Context: an optimization exercise on an open-source flow, tuned for small area. The choices shown serve that exercise and are no tape-out recipe. Only simulation tests tie the RTL to the original design; equivalence was not proved. Power is estimated from default activity; no workload was simulated.

==> pepper: inputs <==
## qsfp_link_model
module qsfp_link_model
#(
    parameter int DATA_BITS = qsfp_link_pkg::QSFP_DATA_BITS,
    parameter int LATENCY   = 8,
    parameter int DEPTH     = 16,
    parameter int UP_DELAY  = 32
) (
    input  logic                        clock,
    input  logic                        reset,
    input  logic                        tx_valid,
    input  logic [DATA_BITS-1:0]        tx_bits,
    output logic                        tx_ready,
    output logic                        rx_valid,
    output logic [DATA_BITS-1:0]        rx_bits,
    input  logic                        rx_ready,
    output logic                        channel_up
);
Settings: LEC_CHECK=0, CAP_MARGIN=20, CORE_MARGIN=2, CORE_UTILIZATION=55, PLACE_DENSITY=0.66, SLEW_MARGIN=20; clock period 5.0 ns.
standard.sh (not shown) runs the stock make flow with config.mk's settings and CLKGATE_MAP_FILE= SYNTH_SCRIPT=/design/flow/synth_recipe.tcl, a recipe that flattens the netlist after the stock synthesis.
==> flow/flow/run.sh <==
#!/bin/bash
# Own layout flow: the standard flow (standard synthesis unchanged), with
#  - the port buffers made from the smallest buffer (buf_1) instead of the default choice, and
set -euo pipefail
cd "$(dirname "$0")/.."
CTS="-sink_clustering_enable -repair_clock_nets -sink_clustering_size 25 -sink_clustering_max_diameter 100 -buf_list sky130_fd_sc_hd__clkbuf_16 -dont_use_dummy_load"
bash standard.sh \
  "BUFFER_PORTS_ARGS=-buffer_cell sky130_fd_sc_hd__buf_1" \
  "CTS_ARGS=$CTS" \
  finish > flow_make.log 2>&1
==> harbor: changes against pepper <==
==> flow/flow/run.sh (replaced) <==
#!/bin/bash
# Own layout flow: the standard flow (standard synthesis unchanged), with
#  - the port buffers made from the smallest buffer (buf_1) instead of the default choice, and
set -euo pipefail
cd "$(dirname "$0")/.."
CTS="-sink_clustering_enable -repair_clock_nets -sink_clustering_size 16 -sink_clustering_max_diameter 80 -buf_list sky130_fd_sc_hd__clkbuf_8 -dont_use_dummy_load"
bash standard.sh \
  "BUFFER_PORTS_ARGS=-buffer_cell sky130_fd_sc_hd__buf_1" \
  "CTS_ARGS=$CTS" \
  finish > flow_make.log 2>&1
==> flow/config.mk (replaced) <==
export PLATFORM = sky130hd
export DESIGN_NAME = qsfp_link_model
export DESIGN_NICKNAME = qsfp_link_model
export VERILOG_FILES = /design/flow/design.v
export SDC_FILE = /design/flow/constraint.sdc
export NUM_CORES = 4
export LEC_CHECK = 0
export CAP_MARGIN = 10
export CORE_MARGIN = 2
export CORE_UTILIZATION = 60
export PLACE_DENSITY = 0.7
export SLEW_MARGIN = 10
==> comparison table <==
Sw Share: pepper 33.9%; harbor 34.3%
Run status: pepper finished clean; harbor finished with violations
Layout check failures: pepper -; harbor negative setup slack
Clock buffer cells: pepper 184; harbor 310
Non-clock buffer total of the final layout: pepper 877; harbor 858
Final core utilization: pepper 58.9%; harbor 63.5%
Slew @ Worst Pin: pepper 1.21 ns; harbor 1.26 ns
Wire length reported by the detailed router: pepper 577000 um; harbor 567000 um
R2R cell count: pepper 5; harbor 7
Power per cell area: pepper 490 nW/um2; harbor 486 nW/um2
Depth of the CTS H-tree: pepper 4; harbor 5
Global-route wire length before repair: pepper 823000 um; harbor 809000 um
Fraction of standard cell area that is sequential: pepper 56.9%; harbor 57.2%
Overall Global Routing Usage: pepper 42.4%; harbor 45.3%
Iteration-0 DRC count of the detailed router: pepper 22900; harbor 24200
Total setup violations reported at the end of the flow: pepper 0; harbor 2
Number of global-route vias before repair: pepper 122000; harbor 123000
Fraction of power consumed by the clock network: pepper 23.4%; harbor 22.7%
Critical-path maximum fanout: pepper 31; harbor 33

---

==> job 4244 <==
qsfp_link_model, a different RTL version from the one above (not shown whole).
==> module qsfp_link_fifo, before the edit <==
module qsfp_link_fifo
#(
    parameter int DATA_BITS = qsfp_link_pkg::QSFP_DATA_BITS,
    parameter int DEPTH     = 16
) (
    input  logic                 clock,
    input  logic                 reset,
    input  logic                 wr_en,
    input  logic [DATA_BITS-1:0] wr_data,
    output logic                 rx_valid,
    output logic [DATA_BITS-1:0] rx_bits,
    input  logic                 rx_ready
);
    localparam int PW = $clog2(DEPTH) + 1;
    localparam int AW = PW - 1;
    logic [DATA_BITS-1:0] mem_q [DEPTH];
    logic [PW-1:0]        wp_q, wp_d, rp_q, rp_d;
    logic                 head_v_q, head_v_d;
    logic [DATA_BITS-1:0] head_q, head_d;
    logic                 empty, full, head_free, mem_rd, bypass, mem_wr;
    assign empty     = wp_q == rp_q;
    assign full      = (wp_q[AW] != rp_q[AW]) && (wp_q[AW-1:0] == rp_q[AW-1:0]);
    assign head_free = !head_v_q || rx_ready;
    assign mem_rd    = head_free && !empty;
    assign bypass    = head_free && empty && wr_en;
    assign mem_wr    = wr_en && !bypass;
    assign rx_valid  = head_v_q;
    assign rx_bits   = head_q;
    always_comb begin
        wp_d     = mem_wr ? wp_q + {{(PW-1){1'b0}}, 1'b1} : wp_q;
        rp_d     = mem_rd ? rp_q + {{(PW-1){1'b0}}, 1'b1} : rp_q;
        head_v_d = head_free ? (mem_rd || wr_en) : head_v_q;
        head_d   = mem_rd ? mem_q[rp_q[AW-1:0]] : bypass ? wr_data : head_q;
    end
    always_ff @(posedge clock) begin
        if (!reset) begin
            wp_q     <= '0;
            rp_q     <= '0;
            head_v_q <= 1'b0;
            head_q   <= '0;
        end else begin
            wp_q     <= wp_d;
            rp_q     <= rp_d;
            head_v_q <= head_v_d;
            head_q   <= head_d;
        end
    end
    always_ff @(posedge clock)
        if (mem_wr) mem_q[wp_q[AW-1:0]] <= wr_data;
endmodule
==> module qsfp_link_model, before the edit <==
module qsfp_link_model
#(
    parameter int DATA_BITS = qsfp_link_pkg::QSFP_DATA_BITS,
    parameter int LATENCY   = 8,
    parameter int DEPTH     = 16,
    parameter int UP_DELAY  = 32
) (
    input  logic                        clock,
    input  logic                        reset,
    input  logic                        tx_valid,
    input  logic [DATA_BITS-1:0]        tx_bits,
    output logic                        tx_ready,
    output logic                        rx_valid,
    output logic [DATA_BITS-1:0]        rx_bits,
    input  logic                        rx_ready,
    output logic                        channel_up
);
    localparam int CW = $clog2(DEPTH + 1);
    qsfp_link_pkg::link_state_e state_q, state_d;
    logic [15:0]   up_cnt_q, up_cnt_d;
    logic          channel_up_q, channel_up_d;
    logic [CW-1:0] credits_q, credits_d;
    logic                 dl_v_q [LATENCY];
    logic                 dl_v_d [LATENCY];
    logic [DATA_BITS-1:0] dl_b_q [LATENCY];
    logic [DATA_BITS-1:0] dl_b_d [LATENCY];
    logic          accept, pop;
    assign tx_ready   = channel_up_q && (credits_q != '0);
    assign channel_up = channel_up_q;
    assign accept     = tx_valid && tx_ready;
    assign pop        = rx_valid && rx_ready;
    always_comb begin
        up_cnt_d     = (state_q == qsfp_link_pkg::TRAIN) ? up_cnt_q + 16'd1 : up_cnt_q;
        state_d      = (state_q == qsfp_link_pkg::TRAIN && up_cnt_q == 16'(UP_DELAY - 1)) ? qsfp_link_pkg::UP : state_q;
        channel_up_d = state_d == qsfp_link_pkg::UP;
        credits_d    = credits_q - {{(CW-1){1'b0}}, accept} + {{(CW-1){1'b0}}, pop};
        dl_v_d[0]    = accept;
        dl_b_d[0]    = tx_bits;
        for (int i = 1; i < LATENCY; i++) begin
            dl_v_d[i] = dl_v_q[i-1];
            dl_b_d[i] = dl_b_q[i-1];
        end
    end
    always_ff @(posedge clock) begin
        if (!reset) begin
            state_q      <= qsfp_link_pkg::TRAIN;
            up_cnt_q     <= '0;
            channel_up_q <= 1'b0;
            credits_q    <= DEPTH[CW-1:0];
            for (int i = 0; i < LATENCY; i++) begin
                dl_v_q[i] <= 1'b0;
                dl_b_q[i] <= '0;
            end
        end else begin
            state_q      <= state_d;
            up_cnt_q     <= up_cnt_d;
            channel_up_q <= channel_up_d;
            credits_q    <= credits_d;
            for (int i = 0; i < LATENCY; i++) begin
                dl_v_q[i] <= dl_v_d[i];
                dl_b_q[i] <= dl_b_d[i];
            end
        end
    end
    qsfp_link_fifo #(.DATA_BITS(DATA_BITS), .DEPTH(DEPTH)) u_fifo (
        .clock    (clock),
        .reset    (reset),
        .wr_en    (dl_v_q[LATENCY-1]),
        .wr_data  (dl_b_q[LATENCY-1]),
        .rx_valid (rx_valid),
        .rx_bits  (rx_bits),
        .rx_ready (rx_ready)
    );
endmodule
clock: 5.0 ns
lec_check: 0
cap_margin: 20
core_margin: 2
core_utilization: 40
slew_margin: 20
run.sh (not shown) runs the stock make flow with config.mk's settings and CLKGATE_MAP_FILE= SYNTH_SCRIPT=/design/flow/synth_recipe.tcl, a recipe that flattens the netlist after the stock synthesis.
Stock flow here: none of the scripts above is used.
==> job 553 (differences from job 4244) <==
==> flow/design.v (replaced) <==
package qsfp_link_pkg;
    localparam int QSFP_DATA_BITS = 256;
    typedef struct packed {
        logic                      valid;
        logic [QSFP_DATA_BITS-1:0] bits;
    } qsfp_beat_t;
    typedef enum logic {TRAIN, UP} link_state_e;
endpackage
module qsfp_link_fifo
#(
    parameter int DATA_BITS = qsfp_link_pkg::QSFP_DATA_BITS,
    parameter int DEPTH     = 16,
    parameter int AW        = $clog2(DEPTH)
) (
    input  logic                 clock,
    input  logic                 wr_en,
    input  logic [AW-1:0]        wr_addr,
    input  logic [DATA_BITS-1:0] wr_data,
    input  logic [AW-1:0]        rd_addr,
    output logic [DATA_BITS-1:0] rd_data
);
    logic [DATA_BITS-1:0] mem_q [DEPTH];
    assign rd_data = mem_q[rd_addr];
    always_ff @(posedge clock)
        if (wr_en) mem_q[wr_addr] <= wr_data;
endmodule
module qsfp_link_model
#(
    parameter int DATA_BITS = qsfp_link_pkg::QSFP_DATA_BITS,
    parameter int LATENCY   = 8,
    parameter int DEPTH     = 16,
    parameter int UP_DELAY  = 32
) (
    input  logic                        clock,
    input  logic                        reset,
    input  logic                        tx_valid,
    input  logic [DATA_BITS-1:0]        tx_bits,
    output logic                        tx_ready,
    output logic                        rx_valid,
    output logic [DATA_BITS-1:0]        rx_bits,
    input  logic                        rx_ready,
    output logic                        channel_up
);
    localparam int AW = $clog2(DEPTH);
    localparam int PW = AW + 1;
    localparam int UW = $clog2(UP_DELAY);
    logic [UW-1:0]      up_cnt_q;
    logic               channel_up_q;
    logic [PW-1:0]      wp_q, ap_q, rp_q;
    logic [LATENCY-1:0] dl_v_q;
    logic               full, accept, pop, arrive;
    assign full       = (wp_q[AW] != rp_q[AW]) && (wp_q[AW-1:0] == rp_q[AW-1:0]);
    assign tx_ready   = channel_up_q && !full;
    assign channel_up = channel_up_q;
    assign rx_valid   = ap_q != rp_q;
    assign accept     = tx_valid && tx_ready;
    assign pop        = rx_valid && rx_ready;
    assign arrive     = dl_v_q[LATENCY-1];
    always_ff @(posedge clock) begin
        if (!reset) begin
            up_cnt_q     <= '0;
            channel_up_q <= 1'b0;
            wp_q         <= '0;
            ap_q         <= '0;
            rp_q         <= '0;
            dl_v_q       <= '0;
        end else begin
            up_cnt_q     <= up_cnt_q + {{(UW-1){1'b0}}, 1'b1};
            channel_up_q <= channel_up_q || (up_cnt_q == UW'(UP_DELAY - 1));
            wp_q         <= wp_q + {{(PW-1){1'b0}}, accept};
            ap_q         <= ap_q + {{(PW-1){1'b0}}, arrive};
            rp_q         <= rp_q + {{(PW-1){1'b0}}, pop};
            dl_v_q       <= {dl_v_q[LATENCY-2:0], accept};
        end
    end
    qsfp_link_fifo #(.DATA_BITS(DATA_BITS), .DEPTH(DEPTH)) u_store (
        .clock   (clock),
        .wr_en   (accept),
        .wr_addr (wp_q[AW-1:0]),
        .wr_data (tx_bits),
        .rd_addr (rp_q[AW-1:0]),
        .rd_data (rx_bits)
    );
endmodule
==> qor.yml <==
place:
  dpl_worst_slack_ps: 768
setup_path:
  crit_end: "rx_bits[52]"
logic_synthesis:
  synth.yosys.warnings: 2
clocking:
  postCtsResizedCells: 23
final_layout:
  nonClockInverterCount: 3
  area_growth_syn_to_layout_pct: 17.6
  area_share_nonclk_buffers_pct: 5.00
sta:
  final.setup.worst_slack_ps: 120
die:
  fp-row-count: 229
status:
  status: "no timing/DRC/antenna violations"
[end of results for job 553]
==> qor.yml <==
setup_path:
  crit_end: "tx_ready"
die:
  fp-row-count: 272
place:
  dpl_worst_slack_ps: 1000
status:
  status: "no timing/DRC/antenna violations"
logic_synthesis:
  synth.yosys.warnings: 10
  area_fraction_of_the_dominant_cell_type_after_synthesis_pct: 56.0
final_layout:
  nonClockInverterCount: 11
  area_share_nonclk_buffers_pct: 3.59
  area_growth_syn_to_layout_pct: 17.3
clocking:
  postCtsResizedCells: 0
sta:
  worst-slew-pin-transition_ps: 1120
  final.setup.worst_slack_ps: 1400
[end of results for job 4244]

static timing again, ports no longer ideal:
The results above use ideal ports. As a check the final layouts listed here were re-extracted and re-timed, cells and wires unchanged. Step 1: set_driving_cell puts a clkbuf_16 on clock and a buf_2 on each other input, an assumption about the parent block. Step 2 also shifts input and output timing later by t, the mid clock arrival at the registers, as if the neighbouring blocks saw the same clock. a / b / c = no drivers / after step 1 / after step 2; a / b = the first two.
| run | t, ns | setup slack, ns | worst setup path at the end | worst register clock-pin slew, ns | pins driven straight from the clock port |
|---|---|---|---|---|---|
| pepper | 0.974 | 0.200 / 0.101 / 1.075 | register to output | 0.10 / 0.10 | 1 |
| harbor | 1.218 | -0.102 / -0.200 / 0.822 | input to register | 0.11 / 0.11 | 1 |
| job 4244 | 1.184 | 1.404 / 1.279 / 0.941 | input to register | 0.07 / 0.07 | 1 |
| job 553 | 1.060 | 0.120 / 0.011 / 1.072 | register to output | 0.07 / 0.07 | 1 |
For job 4244, which loses most, drivers alone change the setup slack by -0.125 ns; drivers and shift together by -0.463 ns.
